This design comes from an exercise in tuning for small area on the open sky130 flow, not from production work.
Only simulation tests tie the RTL to the original design; equivalence was not proved.
No activity file was given, so power comes from the tool's default toggle rates. The flow treats the clock pin as an ideal source, which a real chip does not have.

--- design/flow/design.v ---
package apb_modport_pkg;
    localparam int ADDR_WIDTH = 9;
    localparam int DATA_WIDTH = 8;
    localparam int OFFS_WIDTH = ADDR_WIDTH - 1;
    localparam int MEM_DEPTH  = 2 ** OFFS_WIDTH;
    typedef enum logic [1:0] {
        IDLE   = 2'd0,
        SETUP  = 2'd1,
        ACCESS = 2'd2
    } state_t;
endpackage
import apb_modport_pkg::*;
module apb_mem_pair
(
    input  logic                  clk,
    input  logic                  sel_a,    
    input  logic                  sel_b,    
    input  logic                  rsn_a,    
    input  logic                  rsn_b,    
    input  logic [DATA_WIDTH-1:0] w,
    output logic [DATA_WIDTH-1:0] y         
);
    logic [DATA_WIDTH-1:0] qa, qb;
    always_ff @(posedge clk) begin
        qa <= ~((qa | {DATA_WIDTH{sel_a}}) & ({DATA_WIDTH{rsn_a}} | w));
        qb <= ~((qb | {DATA_WIDTH{sel_b}}) & ({DATA_WIDTH{rsn_b}} | w));
    end
    assign y = ~((qa | {DATA_WIDTH{rsn_a}}) & (qb | {DATA_WIDTH{rsn_b}}));
endmodule
module apb_mem_rowdec
(
    input  logic ph,       
    input  logic pl,       
    input  logic wphn,     
    input  logic wpln,     
    output logic rsn,      
    output logic sel       
);
    assign rsn = ~(ph & pl);
    assign sel = ~(wphn | wpln);
endmodule
module apb_mem
(
    input  logic                  clk,
    input  logic                  clr,      
    input  logic                  wr,       
    input  logic [ADDR_WIDTH-1:0] addr,
    input  logic [DATA_WIDTH-1:0] w,        
    output logic [DATA_WIDTH-1:0] rq        
);
    localparam int HI = 2 ** (ADDR_WIDTH - 4);
    localparam int LO = 16;
    logic [HI-1:0]                     ph, wphn;
    logic [LO-1:0]                     pl, wpln;
    logic [HI*LO/2-1:0][DATA_WIDTH-1:0] y;
    logic [HI*LO-1:0]                  rsn, sel;
    logic [DATA_WIDTH-1:0]             acc;
    for (genvar h = 0; h < HI; h++) begin : g_ph
        assign ph[h]   = (addr[ADDR_WIDTH-1:4] == h);
        assign wphn[h] = ~(clr | (wr & ph[h]));
    end
    for (genvar l = 0; l < LO; l++) begin : g_pl
        assign pl[l]   = (addr[3:0] == l);
        assign wpln[l] = ~(clr | pl[l]);
    end
    for (genvar i = 0; i < HI * LO; i++) begin : g_row
        apb_mem_rowdec u_dec (
            .ph   (ph[i / LO]),
            .pl   (pl[i % LO]),
            .wphn (wphn[i / LO]),
            .wpln (wpln[i % LO]),
            .rsn  (rsn[i]),
            .sel  (sel[i])
        );
    end
    for (genvar p = 0; p < HI * LO / 2; p++) begin : g_pair
        apb_mem_pair u_pair (
            .clk   (clk),
            .sel_a (sel[2*p]),
            .sel_b (sel[2*p+1]),
            .rsn_a (rsn[2*p]),
            .rsn_b (rsn[2*p+1]),
            .w     (w),
            .y     (y[p])
        );
    end
    always_comb begin
        acc = '0;
        for (int p = 0; p < HI * LO / 2; p++) acc = acc | y[p];
    end
    assign rq = ~acc;
endmodule
import apb_modport_pkg::*;
module apb_modport
(
    input  logic                  pclk,
    input  logic                  presetn,
    input  logic                  transfer,
    input  logic                  READ_WRITE,
    input  logic [ADDR_WIDTH-1:0] apb_write_paddr,
    input  logic [ADDR_WIDTH-1:0] apb_read_paddr,
    input  logic [DATA_WIDTH-1:0] apb_write_data,
    output logic [DATA_WIDTH-1:0] apb_read_data_out
);
    apb_modport_pkg::state_t state_q, state_d;
    logic                  pwrite;
    logic [ADDR_WIDTH-1:0] paddr;
    logic [DATA_WIDTH-1:0] pwdata;
    logic [DATA_WIDTH-1:0] read_data;
    logic                  load, access;
    logic                  valid;    
    logic                  phase;    
    logic                  wr;
    logic [DATA_WIDTH-1:0] w, rq;
    always_comb begin
        state_d = state_q;
        load    = 1'b0;
        unique case (state_q)
            IDLE: begin
                if (transfer) begin
                    state_d = SETUP;
                    load    = 1'b1;
                end
            end
            SETUP: state_d = ACCESS;
            ACCESS: begin
                if (transfer) begin
                    state_d = SETUP;
                    load    = 1'b1;
                end else begin
                    state_d = IDLE;
                end
            end
            default: state_d = IDLE;
        endcase
    end
    assign access = (state_q == ACCESS);
    always_ff @(posedge pclk or negedge presetn) begin
        if (!presetn) begin
            state_q   <= IDLE;
            read_data <= '0;
            valid     <= 1'b0;
            phase     <= 1'b1;
        end else begin
            state_q <= state_d;
            valid   <= 1'b1;
            phase   <= ~phase;
            if (access && !pwrite) begin
                read_data <= rq ^ {DATA_WIDTH{phase}};
            end
        end
    end
    always_ff @(posedge pclk) begin
        if (load) begin
            pwrite <= ~READ_WRITE;
            paddr  <= READ_WRITE ? apb_read_paddr : apb_write_paddr;
            pwdata <= apb_write_data;
        end
    end
    assign wr = access & pwrite;
    assign w  = wr ? (pwdata ^ {DATA_WIDTH{phase}}) : {DATA_WIDTH{1'b1}};
    assign apb_read_data_out = read_data;
    apb_mem u_mem (
        .clk  (pclk),
        .clr  (~valid),
        .wr   (wr),
        .addr (paddr),
        .w    (w),
        .rq   (rq)
    );
endmodule
--- design/flow/flow/run.sh ---
#!/bin/bash
# Standard layout with three changes: after synthesis, cells that synthesis
# upsized go back to their smallest size (placement repair resizes where it
# must); the clock tree is built without dummy loads and with larger sink
# clusters; and every port still gets a buffer, but the smallest one.
set -euo pipefail
here=$(pwd)
export CTS_ARGS="-sink_clustering_enable -repair_clock_nets -dont_use_dummy_load -sink_clustering_size 32 -sink_clustering_max_diameter 90 -buf_list sky130_fd_sc_hd__clkbuf_16"
bash standard.sh synth POST_SYNTH_TCL=$here/flow/downsize.tcl > synth.log 2>&1
bash standard.sh finish POST_SYNTH_TCL=$here/flow/downsize.tcl BUFFER_PORTS_ARGS="-buffer_cell sky130_fd_sc_hd__buf_1" > finish.log 2>&1
--- design/flow/flow/downsize.tcl ---
# Run after synthesis (POST_SYNTH_TCL): set every combinational cell that
# synthesis upsized back to its smallest drive strength. Placement's
# repair_design and repair_timing size up again wherever slew, capacitance
# or timing need it. Flip-flops, buffers and tie cells are left alone.
set db [ord::get_db]
set swapped 0
foreach inst [[ord::get_db_block] getInsts] {
  set master [$inst getMaster]
  if {![regexp {^sky130_fd_sc_hd__(\w+)_(\d+)$} [$master getName] -> base drive]} { continue }
  if {[regexp {^(df|dl|sdf|sdl|edf|sedf|conb|clk|buf|dly|tap|fill|decap|diode|ebuf|einv|lpflow|probe)} $base]} { continue }
  set best $master
  foreach d {0 1} {
    set m [$db findMaster sky130_fd_sc_hd__${base}_$d]
    if {$m ne "NULL" && [$m getWidth] < [$best getWidth]} { set best $m }
  }
  if {$best ne $master} {
    $inst swapMaster $best
    incr swapped
  }
}
puts "downsize: $swapped cells set to their smallest drive strength"
--- design/flow/standard.sh ---
#!/bin/bash
# synth_recipe.tcl (not shown) runs the flow's synth.tcl, then flattens the netlist and writes it again
# the make line also repeats each setting of config.mk as NAME=value (left out here)
make -C /OpenROAD-flow-scripts/flow DESIGN_CONFIG=/design/flow/config.mk WORK_HOME=/design/flow/orfs CLKGATE_MAP_FILE= SYNTH_SCRIPT=/design/flow/synth_recipe.tcl "${@:-finish}"
--- design/flow/config.mk ---
export PLATFORM = sky130hd
export DESIGN_NAME = apb_modport
export DESIGN_NICKNAME = apb_modport
export VERILOG_FILES = /design/flow/design.v
export SDC_FILE = /design/flow/constraint.sdc
export NUM_CORES = 4
export LEC_CHECK = 0
export CAP_MARGIN = 20
export CORE_MARGIN = 2
export CORE_UTILIZATION = 86
export PLACE_DENSITY = 0.92
export SLEW_MARGIN = 20
export SYNTH_HIERARCHICAL = 1
--- design/flow/constraint.sdc ---
create_clock -name core_clock -period 8.0 [get_ports {pclk}]
set_input_delay 1.6000 -clock core_clock [delete_from_list [all_inputs] [get_ports {pclk}]]
set_output_delay 1.6000 -clock core_clock [all_outputs]
set_load 0.01 [all_outputs]
==> metrics.csv, run 1 <==
stage,metric,value,unit
status,outcome,no timing/DRC/antenna violations,
route,first_pass_iters,14,
timing,setup_ws,2.34,ns
pwr,p_seq_frac,0.665,
route,drc,0,
final_layout,final_cell_mix,"o22ai_1 (6,143), dfxtp_1 (4,096), nor2_1 (540)",
global_route,groute.usage.overall,0.496,
pwr,p_sw_frac,0.252,
clock_network,ctsHoldBuffers,0,
setup_path,critPathMaxFanout,16,
pwr,leakagePower,48.2,nW
clock_network,clkTransAtPathRegs,0.11,ns
timing,finalCriticalPeriod,5.66,ns
setup_path,end_kind,flip-flop,
synthesis,synth_area,145000,sq um
pwr,internal_power,28.1,mW
final_layout,final_nets,12500,
job,cap_violations,0,
timing,tns,0,ns
setup_path,worstPathArrival,6.44,ns
clock_network,ctsResizeCount,0,
clock_network,worstSkewPairLatency,0.89,ns
die,rows,150,
route,wl_per_cell,30.6,microns
pwr,ir_drop,0.299,mV
die,dieArea,172000,sq um
die,dieHeight,415,microns
global_route,grt_max_degree,193,
route,vias,123000,
global_route,grt_overflow,0,
timing,tightest_slew,1.32,ns
setup_path,critPathLaunchType,flip-flop,
die,start_util,0.868,
timing,rsz0062_at_grt,no,
die,core-area,167000,sq um
place,dp_slack,2.94,ns
place,hpwlAfterDp,280000,microns
die,num_io_pins,38,
pwr,clock_power_share,0.246,
clock_network,h-tree-depth,4,
final_layout,layout-drive-gt1-share,0.0320,
clock_network,root_buffer,clkbuf_16,
timing,timing.fmax,0.177,GHz
clock_network,cts_buffers,147,
clock_network,tritoncts,built,
timing,skew,0.0526,ns
synthesis,yosysWarnings,9,
final_layout,syn2layout_area_growth,-4.34,%
synthesis,syn_nets,13700,
global_route,antenna_found_initial,32,
pwr,power_switching,9.48,mW
setup_path,worstSetupPathType,reg2reg,
route,ant_nets,0,
min_path,hold_path_class,reg2reg,
clock_network,clock_sinks,4126,
clock_network,clockBufferDepth,3,
setup_path,cp.required,8.79,ns
timing,setup_viol,0,
place,gp_congestion,0.974,
route,drt_wl_total,451000,microns
place,dp_cells,14600,
final_layout,final_common_cell,o22ai_1,
timing,slew_headroom,0.117,
timing,slew_violations,0,
timing,post-route-period-util,0.707,
die,die_w,415,microns
pwr,combinationalPowerShare,0.089,
pwr,power_density,271,nW/um^2
global_route,grt_pass1_wl,667000,microns
synthesis,synthCells,13700,
global_route,grt_pass1_vias,109000,
place,io_buffers,37,
clock_network,postCtsSetupBuffers,0,
final_layout,fin_util,0.830,
route,vias_per_cell,8.34,
synthesis,syn_area_per_cell,10.6,sq um
final_layout,layoutNonFillerInstCount,14700,
timing,finalHoldViolCount,0,
route,drt_iter0_drc,21900,
## registers in the layout, summed over array words and instances (netlist names)
name,flops
state_q,2
valid,1
paddr,9
u_mem.g_pair.u_pair.qb,2048
pwrite,1
u_mem.g_pair.u_pair.qa,2048
read_data,8
phase,1
pwdata,8
## power by group through the flow
| stage | clock (mW) | sequential, mW | combinational (mW) |
|---|---|---|---|
| 3_5_place_dp | 0 | 25.4 | 3.16 |
| 2_1_floorplan | 0 | 24.9 | 2.33 |
| 6_report | 9.26 | 25.0 | 3.33 |
| 4_1_cts | 9.15 | 24.9 | 3.17 |
| 5_1_grt | 9.81 | 25.3 | 3.49 |
| 3_3_place_gp | 0 | 25.2 | 2.93 |
## critical path, stage by stage, from the launching register on
cell and delay [ns]:
edfxtp_1 0.53, nand2b_1 0.41, nor3_2 0.13, buf_4 0.28, buf_4 0.28, nand2_1 0.62
o22ai_1 0.29, nor4_1 0.86, nand4_1 0.45, nor4_1 0.91, buf_4 0.23, and4_1 0.20
xor2_1 0.08, mux2_2 0.30
## worst paths after layout
path | start | to | slack [ns] | cells after the start
setup / recovery | paddr[3] | read_data[6] | 2.34 | 13
hold / removal | u_mem.g_pair[178].u_pair.qa[2] | u_mem.g_pair[178].u_pair.qa[2] | 0.44 | 1
setup reg to reg | paddr[3] | read_data[6] | 2.34 | 13
hold reg to reg | u_mem.g_pair[178].u_pair.qa[2] | u_mem.g_pair[178].u_pair.qa[2] | 0.44 | 1
max in group asynchronous | presetn | read_data[3] | 6.90 | 1
min in group asynchronous | presetn | read_data[6] | 0.69 | 1
## per-layer routing
metal	share of wire	GRT usage	routed length, microns
met1	0.35	0.645	157000
met2	0.41	0.698	184000
met3	0.15	0.151	68300
met4	0.092	0.371	41600
met5	0.00094	0	423
## per-stage QoR
step                      total power [mW]  hold slack [ns]  instance area, sq um
after floorplan                       27.3            0.409                145000
after global placement                28.1            0.417                135000
after detailed placement              28.5            0.427                135000
after CTS                             37.2            0.440                139000
after global routing                  38.6            0.449                139000
final                                 37.6            0.440                139000
## layout make-up
class | count | area [sq um]
antenna | 26 | 65.1
clock buffer | 147 | 3680
fill | 9630 | 28500
inverter | 3 | 11.3
multi-input combinational | 8027 | 48100
sequential | 4126 | 82800
tap | 2204 | 2760
timing repair buffer | 194 | 1530
==> run 2, diff against run 1 <==
--- a/design/flow/config.mk
+++ b/design/flow/config.mk
@@ -9,4 +9,4 @@
 export CORE_MARGIN = 2
-export CORE_UTILIZATION = 86
-export PLACE_DENSITY = 0.92
+export CORE_UTILIZATION = 82
+export PLACE_DENSITY = 0.89
 export SLEW_MARGIN = 20
==> metrics.csv, run 2 <==
stage,metric,value,unit
synthesis,syn_area_per_cell,10.6,sq um
final_layout,reg_top3,"u_mem.g_pair.u_pair.qa x2048, u_mem.g_pair.u_pair.qb x2048, paddr x9",
clock_network,postCtsSetupBuffers,0,
timing,finalHoldViolCount,0,
route,drt_wl_total,446000,microns
pwr,p_sw_frac,0.252,
pwr,leakagePower,48.2,nW
clock_network,cts_buffers,147,
final_layout,final_nets,12500,
route,first_pass_iters,13,
final_layout,layout-drive-gt1-share,0.0312,
route,drt_iter0_drc,21000,
pwr,power_density,270,nW/um^2
pwr,combinationalPowerShare,0.089,
timing,hold_ws,0.441,ns
global_route,grt_max_degree,195,
clock_network,tritoncts,built,
route,vias,122000,
die,dieArea,180000,sq um
synthesis,syn_nets,13700,
min_path,hold_path_class,reg2reg,
timing,tns,0,ns
timing,tightest_slew,1.31,ns
setup_path,worstPathArrival,6.28,ns
clock_network,ctsResizeCount,0,
global_route,grt_overflow,0,
synthesis,synthCells,13700,
place,hpwlAfterDp,275000,microns
route,ant_nets,0,
timing,skew,0.0495,ns
timing,slew_violations,0,
global_route,groute.usage.overall,0.469,
clock_network,clkTransAtPathRegs,0.12,ns
synthesis,synth_area,145000,sq um
clock_network,clockBufferDepth,3,
pwr,ir_drop,0.276,mV
place,gp_congestion,0.963,
die,start_util,0.825,
setup_path,critPathMaxFanout,16,
route,vias_per_cell,8.20,
timing,slew_headroom,0.126,
setup_path,rr_worst_depth,10,
setup_path,end_kind,flip-flop,
final_layout,fin_util,0.790,
global_route,grt_pass1_wl,661000,microns
route,drc,0,
timing,setup_viol,0,
place,dp_slack,2.99,ns
pwr,internal_power,28.1,mW
job,cap_violations,0,
timing,setup_ws,2.50,ns
place,postPlaceCellArea,135000,sq um
setup_path,cp-endpoint,read_data[7],
clock_network,ctsHoldBuffers,0,
timing,timing.fmax,0.182,GHz
die,num_io_pins,38,
timing,post-route-period-util,0.688,
die,dieHeight,425,microns
status,outcome,no timing/DRC/antenna violations,
final_layout,final_cell_mix,"o22ai_1 (6,144), dfxtp_1 (4,096), nor2_1 (540)",
final_layout,syn2layout_area_growth,-4.21,%
setup_path,worstSetupPathType,reg2reg,
setup_path,critPathLaunchType,flip-flop,
timing,finalCriticalPeriod,5.50,ns
die,die_w,425,microns
setup_path,cp.required,8.78,ns
clock_network,worstSkewPairLatency,0.88,ns
die,rows,154,
pwr,power_switching,9.47,mW
final_layout,final_common_cell,o22ai_1,
final_layout,design_area,139000,sq um
pwr,p_seq_frac,0.665,
clock_network,clock_sinks,4126,
route,wl_per_cell,30.0,microns
clock_network,root_buffer,clkbuf_16,
synthesis,yosysWarnings,9,
global_route,antenna_found_initial,26,
clock_network,h-tree-depth,4,
place,io_buffers,37,
timing,rsz0062_at_grt,no,
setup_path,reg2reg_slack,2.50,ns
setup_path,rr_endpoint,read_data[7],
global_route,grt_pass1_vias,109000,
setup_path,rr_startpoint,paddr[4],
pwr,clock_power_share,0.246,
setup_path,critPathLaunch,paddr[4],
die,core-area,176000,sq um
==> run 2: how the worst min path moves through the flow <==
stage | startpoint | end | slack [ns] | cells past startpoint
2_1_floorplan | state_q[1] | state_q[1] | 0.41 | 1
6_report | u_mem.g_pair[30].u_pair.qa[4] | u_mem.g_pair[30].u_pair.qa[4] | 0.44 | 1
5_1_grt | u_mem.g_pair[87].u_pair.qa[1] | u_mem.g_pair[87].u_pair.qa[1] | 0.45 | 1
4_1_cts | u_mem.g_pair[159].u_pair.qa[6] | u_mem.g_pair[159].u_pair.qa[6] | 0.44 | 1
3_5_place_dp | u_mem.g_pair[25].u_pair.qa[5] | u_mem.g_pair[25].u_pair.qa[5] | 0.43 | 1
3_3_place_gp | u_mem.g_pair[16].u_pair.qa[5] | u_mem.g_pair[16].u_pair.qa[5] | 0.42 | 1
==> run 2: worst max-delay path, stage by stage (launching register included) <==
cell,delay (ns)
edfxtp_1,0.48
nand2b_1,0.68
nor2_2,0.46
nand2_1,0.55
o22ai_1,0.19
nor4_1,0.81
nand4_1,0.57
nor4_1,0.94
and4_1,0.33
xor2_1,0.07
mux2_2,0.29
==> run 2: final cells by class <==
class                           count  area (sq um)
Antenna cell                       37          92.6
Clock buffer                      147          3680
Inverter                            3          11.3
Sequential cell                  4126         82800
Timing Repair Buffer              184          1490
Fill cell                       10900         37000
Multi-Input combinational cell   8027         48100
Tap cell                         2340          2930
==> run 2: power by group through the flow <==
stage	combinational (mW)	sequential (mW)	clock, mW
2_1_floorplan	2.33	24.9	0
3_3_place_gp	2.95	25.2	0
3_5_place_dp	3.19	25.3	0
4_1_cts	3.19	24.9	9.16
5_1_grt	3.50	25.2	9.87
6_report	3.34	25.0	9.27
==> run 2: metrics by stage <==
stage	std cells	total power [mW]
floorplan	13700	27.3
global placement	14700	28.1
detailed placement	14700	28.5
CTS	14800	37.2
global route	14800	38.6
finish	14900	37.6
==> run 2: per-layer routing <==
layer	vias to the layer above	global-route usage	part of all wire
met1	57600	0.612	0.35
met5	-	0	0.00044
met4	22	0.325	0.083
li1	51800	-	-
met2	10200	0.671	0.42
met3	2285	0.138	0.14

separate check: timing with driven ports:
No port has a modelled driver above. Below, the same layouts with a new extraction and two added sets of constraints.
Step 1, drivers: a clkbuf_16 drives pclk and a buf_2 each remaining input, both assumed.
Step 2 adds t to the input delays and takes it off the output delays; t is the mean of the earliest and latest rising clock arrival at the registers after step 1. Input paths then give back, and output paths get back, about the clock's delay inside the block.
Slacks: ideal ports / drivers / drivers and shift; pairs: ideal ports / drivers.
| run | t, ns | setup WS [ns] | clock arrival spread, ns | pins driven straight from the clock port |
|---|---|---|---|---|
| run 1 | 0.953 | 2.342 / 2.342 / 2.342 | 0.057 / 0.057 | 1 |
| run 2 | 0.959 | 2.499 / 2.499 / 2.499 | 0.063 / 0.063 | 1 |
After both steps setup and hold are still met in every run listed.
